This is an optimization exercise on Yosys and OpenROAD, whose aim is small area, not a production implementation. At most, simulation tests tie the RTL to the original design; equivalence was not proved. No activity file was given, so power comes from the tool's default toggle rates.

rev 12:
==> flow/design.v (excerpt) <==
module dcm_ctrl
(
  input  logic              clk,
  input  logic              reset,
  input  logic              spi_ss,
  input  logic              spi_clk,
  input  logic              spi_mosi,
  output logic              spi_miso,
  output logic [NUM_CH-1:0] motor_left,
  output logic [NUM_CH-1:0] motor_right,
  output logic [NUM_CH-1:0] motor_reset,
  input  logic [NUM_CH-1:0] motor_pulse,
  input  logic [NUM_CH-1:0] motor_fault,
  input  logic [NUM_CH-1:0] motor_otw
);
Size in the first run: ~3800 cells after synthesis, about 1300 flip-flops, roughly 42 I/O pins, about 52000 um^2 of cells after synthesis.
==> flow/config.mk <==
export PLATFORM = sky130hd
export DESIGN_NAME = dcm_ctrl
export DESIGN_NICKNAME = dcm_ctrl
export VERILOG_FILES = /design/flow/design.v
export SDC_FILE = /design/flow/constraint.sdc
export NUM_CORES = 4
export LEC_CHECK = 0
export CAP_MARGIN = 20
export CORE_MARGIN = 2
export CORE_UTILIZATION = 70
export SLEW_MARGIN = 20
==> flow/constraint.sdc <==
create_clock -name core_clock -period 10.0 [get_ports {clk}]
set_input_delay 2.0000 -clock core_clock [delete_from_list [all_inputs] [get_ports {clk}]]
set_output_delay 2.0000 -clock core_clock [all_outputs]
set_load 0.01 [all_outputs]
standard.sh (not shown) runs the stock make flow with config.mk's settings and CLKGATE_MAP_FILE= SYNTH_SCRIPT=/design/flow/synth_recipe.tcl, a recipe that flattens the netlist after the stock synthesis.
==> flow/flow/run.sh <==
#!/bin/bash
# Own layout flow: the standard ORFS flow (standard.sh) with two changes.
#  - ABC maps for area: the script below replaces ORFS's abc_speed.script (no ABC buffering or
#    sizing; the placer's repair buffers what needs it, and the 10 ns clock leaves ample slack).
#    Only the combinational mapping changes: the registers are ORFS's standard synthesis's own.
#  - CTS without dummy loads, with mid-size clock buffers and larger sink clusters.
# Each tool's output goes to a log file in the work folder.
set -euo pipefail
W=$PWD
rm -rf "$W/scripts"
cp -r "$FLOW_HOME/scripts" "$W/scripts"
printf '%s\n' strash dc2 dc2 strash '&get -n' '&dch -f' '&nf -R 1000 -F 8 -C 32' '&put' topo 'stime -c' \
  > "$W/scripts/abc_speed.script"
CTS="-sink_clustering_enable -repair_clock_nets -dont_use_dummy_load"
CTS="$CTS -buf_list sky130_fd_sc_hd__clkbuf_8 -sink_clustering_size 15 -sink_clustering_max_diameter 60"
bash standard.sh SCRIPTS_DIR="$W/scripts" "CTS_ARGS=$CTS" synth > "$W/synth.log" 2>&1
bash standard.sh SCRIPTS_DIR="$W/scripts" "CTS_ARGS=$CTS" finish > "$W/layout.log" 2>&1
Setup changes, rev 12 to rev 13
- changing CORE_UTILIZATION from 70 to 60
--- outcome ---
- On rev 13: fmax is 1.2% lower than what rev 12 gave.
- Lower antenna cell count was reported by rev 13, not rev 12.
- Rev 13 vs. rev 12: die height went up by 22 um.
- Higher overall global routing resource usage was reported by rev 12, not rev 13.
- Note that the detailed placer's ending HPWL recorded for rev 12 amounts to 0.940 times the value seen in rev 13.
- Compared to rev 12, rev 13 shows a narrower setup margin.
- Compared to rev 12, rev 13 has fill cell instance count of the final layout 1827 higher.

Setup of lane 4:
Another version of the RTL of dcm_ctrl (not shown whole).
For scale: about 4,400 cells after synthesis, ~1,300 flip-flops, about 42 I/O pins, about 0.056 mm² of cells after synthesis.
Settings: LEC_CHECK=0, CAP_MARGIN=20, CORE_MARGIN=2, CORE_UTILIZATION=60, CTS_BUF_LIST=sky130_fd_sc_hd__clkbuf_8, CTS_CLUSTER_SIZE=30, SLEW_MARGIN=20; clock period 10.0 ns.
run.sh (not shown) runs the stock make flow with config.mk's settings and CLKGATE_MAP_FILE= SYNTH_SCRIPT=/design/flow/synth_recipe.tcl, a recipe that flattens the netlist after the stock synthesis.
Stock flow here: none of the scripts above is used.
--- input diff lane 4..lane 3 ---
Settings: clearing CTS_BUF_LIST, which used to be sky130_fd_sc_hd__clkbuf_8; clearing CTS_CLUSTER_SIZE, which used to be 30.
==> flow/flow/run.sh (new file) <==
#!/bin/bash
# Own layout flow: the standard ORFS flow (standard.sh), with
#  - ABC mapping without its buffering and sizing passes and with relaxed delay targets, so it maps
#    for area (the 10 ns clock leaves plenty of slack; the placer's repair buffers what needs it);
#  - CTS without dummy loads, with mid-size clock buffers and larger sink clusters.
# Every tool's output goes to a log file in the work folder.
set -euo pipefail
W=$PWD
rm -rf "$W/scripts"
cp -r "$FLOW_HOME/scripts" "$W/scripts"
sed -i -e 's/^&nf$/\&nf -R 1000 -F 8 -C 32/' -e '/^buffer -c$/d' -e '/^upsize -c$/d' -e '/^dnsize -c$/d' \
  "$W/scripts/abc_speed.script"
CTS="-sink_clustering_enable -repair_clock_nets -dont_use_dummy_load"
CTS="$CTS -buf_list sky130_fd_sc_hd__clkbuf_8 -sink_clustering_size 30"
bash standard.sh SCRIPTS_DIR="$W/scripts" "CTS_ARGS=$CTS" synth > "$W/synth.log" 2>&1
bash standard.sh SCRIPTS_DIR="$W/scripts" "CTS_ARGS=$CTS" finish > "$W/layout.log" 2>&1
==> flow/standard.sh (new file) <==
#!/bin/bash
# synth_recipe.tcl (not shown) runs the flow's synth.tcl, then flattens the netlist and writes it again
# the make line also repeats each setting of config.mk as NAME=value (left out here)
make -C /OpenROAD-flow-scripts/flow DESIGN_CONFIG=/design/flow/config.mk WORK_HOME=/design/flow/orfs CLKGATE_MAP_FILE= SYNTH_SCRIPT=/design/flow/synth_recipe.tcl "${@:-finish}"
removed: flow/run.sh
Lane 3 does better than lane 4 on final area.
Measured against each other, lane 4 and lane 3 differ in die area, the lower figure coming from lane 3.
The total of clock buffers placed in the layout reported for lane 3 is smaller than that of lane 4 by 15.
Vertical die dimension | lane 3 below lane 4
In lane 3, detailed-route wire length on metal 1 is lower than in lane 4.
Summary: with lane 4 as the reference, worst voltage drop across the vdd grid in lane 3 moved down by a little under 10%.
No functional check of the RTL was part of any run of this note.

## run 1
The RTL this note starts from:
==> flow/design.v <==
package dcm_ctrl_pkg;
  localparam int NUM_CH      = 6;
  localparam int POS_W       = 24;
  localparam int CTRL_BASE   = 64;
  localparam int CH_STRIDE   = 4;
  localparam int ST_BYTES    = NUM_CH * CH_STRIDE;   
  localparam int CTRL_END    = CTRL_BASE + ST_BYTES;  
  localparam int RINGS       = 5;
endpackage
import dcm_ctrl_pkg::*;
module dcm_channel
(
  input  logic             clk,
  input  logic             reset,
  input  logic             run_i,       
  input  logic             pulse_i,
  input  logic             fault_i,
  input  logic             otw_i,
  input  logic             wr_en_i,
  input  logic [1:0]       wr_idx_i,
  input  logic [7:0]       wr_data_i,   
  input  logic             snap_i,
  input  logic [7:0]       speed_i,
  input  logic [POS_W-1:0] target_i,
  input  logic [7:0]       pwm_cnt_i,
  output logic [31:0]      snap_o,      
  output logic             left_o,
  output logic             right_o,
  output logic             fault_o
);
  logic [2:0] pulse_q;
  logic [1:0] fault_s_q, otw_s_q, dir_q;
  logic fault_q, otw_q, at, drive, pwm, rise, wf;
  logic [3:0] hi_q;
  logic [POS_W-1:0] pos_q, cnt, err;
  logic [POS_W-1:0] s_pos_q;
  logic s_fault_q, s_otw_q, s_at_q;
  logic [POS_W-1:0] eq, tgl;
  logic [POS_W:0] brw, c;
  logic [8:0] lt;
  always_comb begin
    eq = ~(target_i ^ pos_q);
    brw[0] = 1'b0;
    for (int i = 0; i < POS_W; i++) brw[i+1] = eq[i] ? brw[i] : pos_q[i];
    err[POS_W-1] = ~eq[POS_W-1] ^ brw[POS_W-1];
    err[POS_W-2:0] = '0;
    at = &eq;
    drive = |speed_i && !fault_q && !at;
    lt[0] = 1'b0;
    for (int i = 0; i < 8; i++) lt[i+1] = (pwm_cnt_i[i] ^ speed_i[i]) ? speed_i[i] : lt[i];
    pwm = lt[8];
    right_o = run_i & drive & ~err[POS_W-1] & pwm;
    left_o = run_i & drive & err[POS_W-1] & pwm;
    rise = pulse_q[1] & ~pulse_q[2];
    c[0] = rise & dir_q[1];
    for (int i = 0; i < POS_W; i++) c[i+1] = c[i] & ~(pos_q[i] ^ dir_q[0]);
    tgl = c[POS_W-1:0];
    cnt = pos_q ^ tgl;
    wf = wr_en_i && wr_idx_i == 2'd0;
    fault_o = fault_q;
    snap_o = {hi_q, |speed_i & ~s_fault_q & ~s_at_q, s_at_q, s_otw_q, s_fault_q, s_pos_q};
  end
  logic rs, wf_r;
  logic [3:1] wp_r;
  assign rs = ~reset;
  assign wf_r = wf | rs;
  always_comb
    for (int k = 1; k < 4; k++) wp_r[k] = (wr_en_i && wr_idx_i == 2'(k)) | rs;
  always_ff @(posedge clk or negedge reset) begin
    if (!reset) begin
      fault_s_q <= '0;
      otw_s_q <= '0;
    end else begin
      fault_s_q <= {fault_s_q[0], fault_i};
      otw_s_q <= {otw_s_q[0], otw_i};
    end
  end
  always_ff @(posedge clk) begin
    pulse_q <= {pulse_q[1:0], pulse_i};
    if (drive || rs) dir_q <= {reset, ~err[POS_W-1] & reset};
    fault_q <= (wf_r ? wr_data_i[0] : fault_q) | fault_s_q[1];
    otw_q <= (wf_r ? wr_data_i[1] : otw_q) | otw_s_q[1];
    if (wf_r) hi_q <= wr_data_i[7:4];
    pos_q <= {wp_r[1] ? wr_data_i : cnt[23:16],
              wp_r[2] ? wr_data_i : cnt[15:8],
              wp_r[3] ? wr_data_i : cnt[7:0]};
  end
  always_ff @(posedge clk) begin
    if (snap_i) begin
      s_pos_q <= pos_q;
      s_fault_q <= fault_q;
      s_otw_q <= otw_q;
      s_at_q <= at;
    end
  end
endmodule
import dcm_ctrl_pkg::*;
module dcm_ctrl
(
  input  logic              clk,
  input  logic              reset,
  input  logic              spi_ss,
  input  logic              spi_clk,
  input  logic              spi_mosi,
  output logic              spi_miso,
  output logic [NUM_CH-1:0] motor_left,
  output logic [NUM_CH-1:0] motor_right,
  output logic [NUM_CH-1:0] motor_reset,
  input  logic [NUM_CH-1:0] motor_pulse,
  input  logic [NUM_CH-1:0] motor_fault,
  input  logic [NUM_CH-1:0] motor_otw
);
  logic [1:0] ss_q, mosi_q;
  logic [2:0] sck_q, cnt_q;
  logic [6:0] rx_q, addr_q, pend_a;
  logic [7:0] sh_q, full, rd_byte, wd;
  logic [9:0] pwm_q;   
  logic data_q, rw_q, miso_q, load_q, run_q, ss_s, rise, fall, last, wr_en, snap_en;
  logic pend_q, fill_q, plain_wr;
  logic [3:0] ph;
  logic [127:0] sel;   
  logic [CTRL_END-1:CTRL_BASE][7:0] mem_q;
  logic [RINGS-1:0][15:0][7:0] ring_q;
  logic [7:0] pend_d_q;
  logic [31:0] snap [NUM_CH];
  logic [NUM_CH-1:0] fault;
  assign ss_s = ss_q[1];
  assign rise = sck_q[1] & ~sck_q[2];
  assign fall = ~sck_q[1] & sck_q[2];
  assign full = {rx_q, mosi_q[1]};
  assign last = !ss_s && rise && cnt_q == 3'd7;
  assign wr_en = last && data_q && rw_q;
  assign snap_en = last && !data_q;
  assign spi_miso = miso_q;
  assign motor_reset = fault | {NUM_CH{~run_q}};
  assign ph = pwm_q[3:0];
  function automatic [2:0] ring_of(input [6:0] a);
    ring_of = a[5:4] == 2'b01 ? 3'd4 : {1'b0, a[6], a[4]};
  endfunction
  function automatic [3:0] slot_of(input [6:0] a);
    slot_of = a[5:4] == 2'b01 ? {a[6], a[2:0]} : a[3:0];
  endfunction
  function automatic is_plain(input [6:0] a);
    is_plain = (a >= 7'(ST_BYTES) && a < 7'(CTRL_BASE)) || a >= 7'(CTRL_END);
  endfunction
  always_comb begin
    sel = '0;
    sel[addr_q] = 1'b1;
  end
  logic [2:0] rd_ring;
  logic [3:0] rd_pos;
  logic [15:0] pos_sel;
  logic [RINGS-1:0] ring_sel;
  always_comb begin
    rd_ring = ring_of(addr_q);
    rd_pos = slot_of(addr_q) - ph;
    pos_sel = '0;
    pos_sel[rd_pos] = 1'b1;
    ring_sel = '0;
    if (is_plain(addr_q)) ring_sel[rd_ring] = 1'b1;
    rd_byte = '0;
    for (int i = 0; i < ST_BYTES; i++)
      rd_byte |= {8{sel[i]}} & snap[i / 4][8 * (3 - i % 4) +: 8];
    for (int i = CTRL_BASE; i < CTRL_END; i++)
      rd_byte |= {8{sel[i]}} & mem_q[i];
    for (int r = 0; r < RINGS; r++)
      for (int p = 0; p < 16; p++)
        rd_byte |= {8{ring_sel[r] & pos_sel[p]}} & ring_q[r][p];
  end
  always_ff @(posedge clk or negedge reset) begin
    if (!reset) begin
      ss_q <= 2'b11;
      sck_q <= 3'b111;
      miso_q <= 1'b0;
      pwm_q <= '0;
      run_q <= 1'b0;
      fill_q <= 1'b1;
      pend_q <= 1'b0;
    end else begin
      ss_q <= {ss_q[0], spi_ss};
      sck_q <= {sck_q[1:0], spi_clk};
      miso_q <= ss_s ? 1'b0 : fall ? sh_q[7] : miso_q;
      pwm_q <= pwm_q + 10'd1;
      run_q <= 1'b1;
      if (ph == 4'd15) fill_q <= 1'b0;
      pend_q <= plain_wr || (pend_q && slot_of(pend_a) != ph);
    end
  end
  always_ff @(posedge clk) begin
    mosi_q <= {mosi_q[0], spi_mosi};
    if (ss_s) begin
      cnt_q <= '0;
      data_q <= 1'b0;
      sh_q <= '0;
    end else begin
      if (rise) cnt_q <= cnt_q + 3'd1;
      if (last) data_q <= 1'b1;
      if (fall) sh_q <= {sh_q[6:0], 1'b0};
      else if (load_q) sh_q <= rd_byte;
    end
    if (rise) rx_q <= full[6:0];
    if (last) begin
      addr_q <= data_q ? addr_q + 7'd1 : full[6:0];
      if (!data_q) rw_q <= full[7];
    end
    load_q <= last && (data_q ? !rw_q : !full[7]);
    if (plain_wr) pend_d_q <= full;
  end
  assign wd = full & {8{reset}};
  for (genvar i = CTRL_BASE; i < CTRL_END; i++) begin : g_mem
    always_ff @(posedge clk)
      if (!reset || (wr_en && sel[i])) mem_q[i] <= wd;
  end
  assign plain_wr = wr_en && is_plain(addr_q);
  assign pend_a = addr_q - 7'd1;
  for (genvar r = 0; r < RINGS; r++) begin : g_ring
    always_ff @(posedge clk) begin
      ring_q[r][14:0] <= ring_q[r][15:1];
      if (!reset || fill_q) ring_q[r][15] <= '0;
      else if (pend_q && ring_of(pend_a) == 3'(r) && slot_of(pend_a) == ph) ring_q[r][15] <= pend_d_q;
      else ring_q[r][15] <= ring_q[r][0];
    end
  end
  for (genvar n = 0; n < NUM_CH; n++) begin : g_ch
    dcm_channel u_ch (
      .clk       (clk),
      .reset     (reset),
      .run_i     (run_q),
      .pulse_i   (motor_pulse[n]),
      .fault_i   (motor_fault[n]),
      .otw_i     (motor_otw[n]),
      .wr_en_i   (wr_en && addr_q[6:5] == 2'b00 && addr_q[4:2] == 3'(n)),
      .wr_idx_i  (addr_q[1:0]),
      .wr_data_i (wd),
      .snap_i    (snap_en),
      .speed_i   (mem_q[CTRL_BASE + CH_STRIDE * n]),
      .target_i  ({mem_q[CTRL_BASE + CH_STRIDE * n + 1], mem_q[CTRL_BASE + CH_STRIDE * n + 2],
                   mem_q[CTRL_BASE + CH_STRIDE * n + 3]}),
      .pwm_cnt_i (pwm_q[9:2]),
      .snap_o    (snap[n]),
      .left_o    (motor_left[n]),
      .right_o   (motor_right[n]),
      .fault_o   (fault[n])
    );
  end
endmodule
==> flow/config.mk <==
export PLATFORM = sky130hd
export DESIGN_NAME = dcm_ctrl
export DESIGN_NICKNAME = dcm_ctrl
export VERILOG_FILES = /design/flow/design.v
export SDC_FILE = /design/flow/constraint.sdc
export NUM_CORES = 4
export LEC_CHECK = 0
export CAP_MARGIN = 20
export CORE_MARGIN = 2
export CORE_UTILIZATION = 60
export SLEW_MARGIN = 20
==> flow/constraint.sdc <==
create_clock -name core_clock -period 10.0 [get_ports {clk}]
set_input_delay 2.0000 -clock core_clock [delete_from_list [all_inputs] [get_ports {clk}]]
set_output_delay 2.0000 -clock core_clock [all_outputs]
set_load 0.01 [all_outputs]
standard.sh (not shown) runs the stock make flow with config.mk's settings and CLKGATE_MAP_FILE= SYNTH_SCRIPT=/design/flow/synth_recipe.tcl, a recipe that flattens the netlist after the stock synthesis.
==> flow/flow/run.sh <==
#!/bin/bash
# Own layout flow: the standard ORFS flow (standard.sh) with two changes.
#  - ABC maps for area: the script below replaces ORFS's abc_speed.script (no ABC buffering or
#    sizing; the placer's repair buffers what needs it, and the 10 ns clock leaves ample slack).
#    Only the combinational mapping changes: the registers are ORFS's standard synthesis's own.
#  - CTS without dummy loads, with mid-size clock buffers and larger sink clusters.
# Each tool's output goes to a log file in the work folder.
set -euo pipefail
W=$PWD
rm -rf "$W/scripts"
cp -r "$FLOW_HOME/scripts" "$W/scripts"
printf '%s\n' strash dc2 dc2 strash '&get -n' '&deepsyn -T 40' '&dch -f' '&nf -R 1000 -F 8 -C 32' '&put' topo 'stime -c' \
  > "$W/scripts/abc_speed.script"
CTS="-sink_clustering_enable -repair_clock_nets -dont_use_dummy_load"
CTS="$CTS -buf_list {sky130_fd_sc_hd__clkbuf_4 sky130_fd_sc_hd__clkbuf_8} -sink_clustering_size 12 -sink_clustering_max_diameter 50"
bash standard.sh SCRIPTS_DIR="$W/scripts" "CTS_ARGS=$CTS" synth > "$W/synth.log" 2>&1
bash standard.sh SCRIPTS_DIR="$W/scripts" "CTS_ARGS=$CTS" finish > "$W/layout.log" 2>&1
### run 1 -> run 2
diff --git a/flow/flow/run.sh b/flow/flow/run.sh
--- a/flow/flow/run.sh
+++ b/flow/flow/run.sh
@@ -15 +15 @@
-CTS="$CTS -buf_list {sky130_fd_sc_hd__clkbuf_4 sky130_fd_sc_hd__clkbuf_8} -sink_clustering_size 12 -sink_clustering_max_diameter 50"
+CTS="$CTS -buf_list sky130_fd_sc_hd__clkbuf_8 -sink_clustering_size 15 -sink_clustering_max_diameter 60"
Results
Against run 1, run 2 reports a via count that is lower.
The global-route track usage on met1 number comes out lower for run 2 vs run 1.
Changes observed in run 2 relative to run 1: clock distribution area overhead in the final layout dropped 0.92 points, clock buffer instance count of the final layout dropped 34, maximum vdd drop climbed 12%, detailed-routing iteration count for the pre-antenna-repair pass barely changed.
#### Input delta (run 3 over run 2)
diff --git a/flow/flow/run.sh b/flow/flow/run.sh
--- a/flow/flow/run.sh
+++ b/flow/flow/run.sh
@@ -15 +15 @@
-CTS="$CTS -buf_list sky130_fd_sc_hd__clkbuf_8 -sink_clustering_size 15 -sink_clustering_max_diameter 60"
+CTS="$CTS -buf_list sky130_fd_sc_hd__clkbuf_8 -sink_clustering_size 18 -sink_clustering_max_diameter 70"
--- outcome ---
Diff run 3..run 2 | layout sequential cell count | unchanged. Relative to run 2, the via count of the first global-routing pass measured on run 3 has decreased slightly. Between run 2 and run 3, the flow reports areal power density over the cells decreasing slightly. Across both runs, clock network power share was lower for run 3 than for run 2. Die span in y: run 3 vs run 2 identical. Delta (run 3 minus run 2): power consumption -2.4%; register-to-register slack picked up an extra 0.05 ns; die area has remained practically unchanged. The flow did not stop early for run 3: all stages ran, and the layout cleared the timing, design-rule and antenna checks. The setup slack of run 3 is smaller than that of run 2. For number of non-filler instances in the completed layout, run 3 and run 2 come out practically identical. Run 2 and run 3 ended up with nearly the same total area of multi-input combinational cells.
The following lists how run 4 was set up differently from run 3:
- setting PLACE_DENSITY to 0.8 for the first time
diff --git a/flow/flow/run.sh b/flow/flow/run.sh
--- a/flow/flow/run.sh
+++ b/flow/flow/run.sh
@@ -2 +2 @@
-# Own layout flow: the standard ORFS flow (standard.sh) with two changes.
+# Own layout flow: the standard ORFS flow (standard.sh) with these changes.
@@ -6,0 +7 @@
+#  - The port buffers are the smallest buffer cell.
@@ -15,3 +16,5 @@
-CTS="$CTS -buf_list sky130_fd_sc_hd__clkbuf_8 -sink_clustering_size 18 -sink_clustering_max_diameter 70"
-bash standard.sh SCRIPTS_DIR="$W/scripts" "CTS_ARGS=$CTS" synth > "$W/synth.log" 2>&1
-bash standard.sh SCRIPTS_DIR="$W/scripts" "CTS_ARGS=$CTS" finish > "$W/layout.log" 2>&1
+# every port still gets its own buffer, a small one
+PORTS="BUFFER_PORTS_ARGS=-buffer_cell sky130_fd_sc_hd__buf_1"
+CTS="$CTS -buf_list sky130_fd_sc_hd__clkbuf_8 -sink_clustering_size 15 -sink_clustering_max_diameter 60"
+bash standard.sh SCRIPTS_DIR="$W/scripts" "CTS_ARGS=$CTS" "$PORTS" synth > "$W/synth.log" 2>&1
+bash standard.sh SCRIPTS_DIR="$W/scripts" "CTS_ARGS=$CTS" "$PORTS" finish > "$W/layout.log" 2>&1
Results
- Run 4 went all the way through the flow, and no timing, DRC or antenna check failed.
- [compare] base=run 3 new=run 4: final wirelength lost 8.6 mm, met2 track demand over resource in global routing lost 2.1 points.
- Sequential cell power delta (run 3 -> run 4): insignificant
- Run 3 has a higher combinational fraction of design power than run 4.
- Total vias in the final route for run 4: 1135 down relative to run 3
For run 5, these inputs were changed with respect to run 4:
- CORE_UTILIZATION: 60 -> 66
- PLACE_DENSITY: 0.8 -> unset
diff --git a/flow/flow/run.sh b/flow/flow/run.sh
--- a/flow/flow/run.sh
+++ b/flow/flow/run.sh
@@ -2 +2 @@
-# Own layout flow: the standard ORFS flow (standard.sh) with these changes.
+# Own layout flow: the standard ORFS flow (standard.sh) with two changes.
@@ -7 +6,0 @@
-#  - The port buffers are the smallest buffer cell.
@@ -16,2 +14,0 @@
-# every port still gets its own buffer, a small one
-PORTS="BUFFER_PORTS_ARGS=-buffer_cell sky130_fd_sc_hd__buf_1"
@@ -19,2 +16,2 @@
-bash standard.sh SCRIPTS_DIR="$W/scripts" "CTS_ARGS=$CTS" "$PORTS" synth > "$W/synth.log" 2>&1
-bash standard.sh SCRIPTS_DIR="$W/scripts" "CTS_ARGS=$CTS" "$PORTS" finish > "$W/layout.log" 2>&1
+bash standard.sh SCRIPTS_DIR="$W/scripts" "CTS_ARGS=$CTS" synth > "$W/synth.log" 2>&1
+bash standard.sh SCRIPTS_DIR="$W/scripts" "CTS_ARGS=$CTS" finish > "$W/layout.log" 2>&1
### Flow results
In the metrics for run 4 and run 5, the one carrying the lower hold slack is run 4.
Run 4 -> run 5: met3 wire length increased by more than 10%
Diff run 4 and run 5: final core area utilization higher in run 5
Switching share of power: run 5 vs run 4 up 0.16 points
The lower share of the clock period used by the worst path came out of run 4.
Combinational gate power of run 5 exceeds that of run 4 by a few percent.
From run 4 to run 5, number of storage elements in the synthesis netlist did not move at all.
Compare run 4 and run 5 | pin slew with the least headroom to its limit higher: run 5

## port drivers added, routing unchanged
In the flow no input, the clock included, has a driving cell. The finished layouts below were timed again as built, in two steps.
Step 1: set_driving_cell puts a clkbuf_16 on clk and a buf_2 on each other input, an assumption about the parent block.
Step 2, shift: input delay + t, output delay - t, t = (earliest + latest rising clock arrival at the registers) / 2. This alone moves slack from input paths to output paths.
Slacks: ideal ports / drivers / drivers and shift; pairs: ideal ports / drivers.
run	t, ns	setup slack, ns	hold slack, ns	clock arrival spread, ns	slew at the worst register clock pin (ns)
rev 12	0.815	2.250 / 2.181 / 2.362	0.311 / 0.311 / 0.311	0.099 / 0.098	0.11 / 0.11
rev 13	0.843	2.154 / 2.154 / 2.154	0.301 / 0.301 / 0.301	0.073 / 0.073	0.11 / 0.11
lane 4	0.981	2.302 / 2.230 / 3.211	0.336 / 0.336 / 0.336	0.059 / 0.059	0.08 / 0.08
lane 3	0.952	2.749 / 2.678 / 3.083	0.328 / 0.328 / 0.328	0.066 / 0.066	0.07 / 0.07
run 1	0.854	3.279 / 3.279 / 3.279	0.300 / 0.300 / 0.300	0.127 / 0.128	0.09 / 0.09
run 2	0.832	3.440 / 3.370 / 3.490	0.265 / 0.265 / 0.265	0.120 / 0.119	0.10 / 0.10
run 3	0.805	3.435 / 3.365 / 3.535	0.320 / 0.320 / 0.320	0.102 / 0.102	0.12 / 0.12
run 4	0.794	3.951 / 3.884 / 4.232	0.284 / 0.284 / 0.284	0.164 / 0.164	0.11 / 0.11
run 5	0.839	3.495 / 3.426 / 3.867	0.291 / 0.291 / 0.291	0.118 / 0.118	0.11 / 0.11
After both steps every run listed still meets setup and hold.
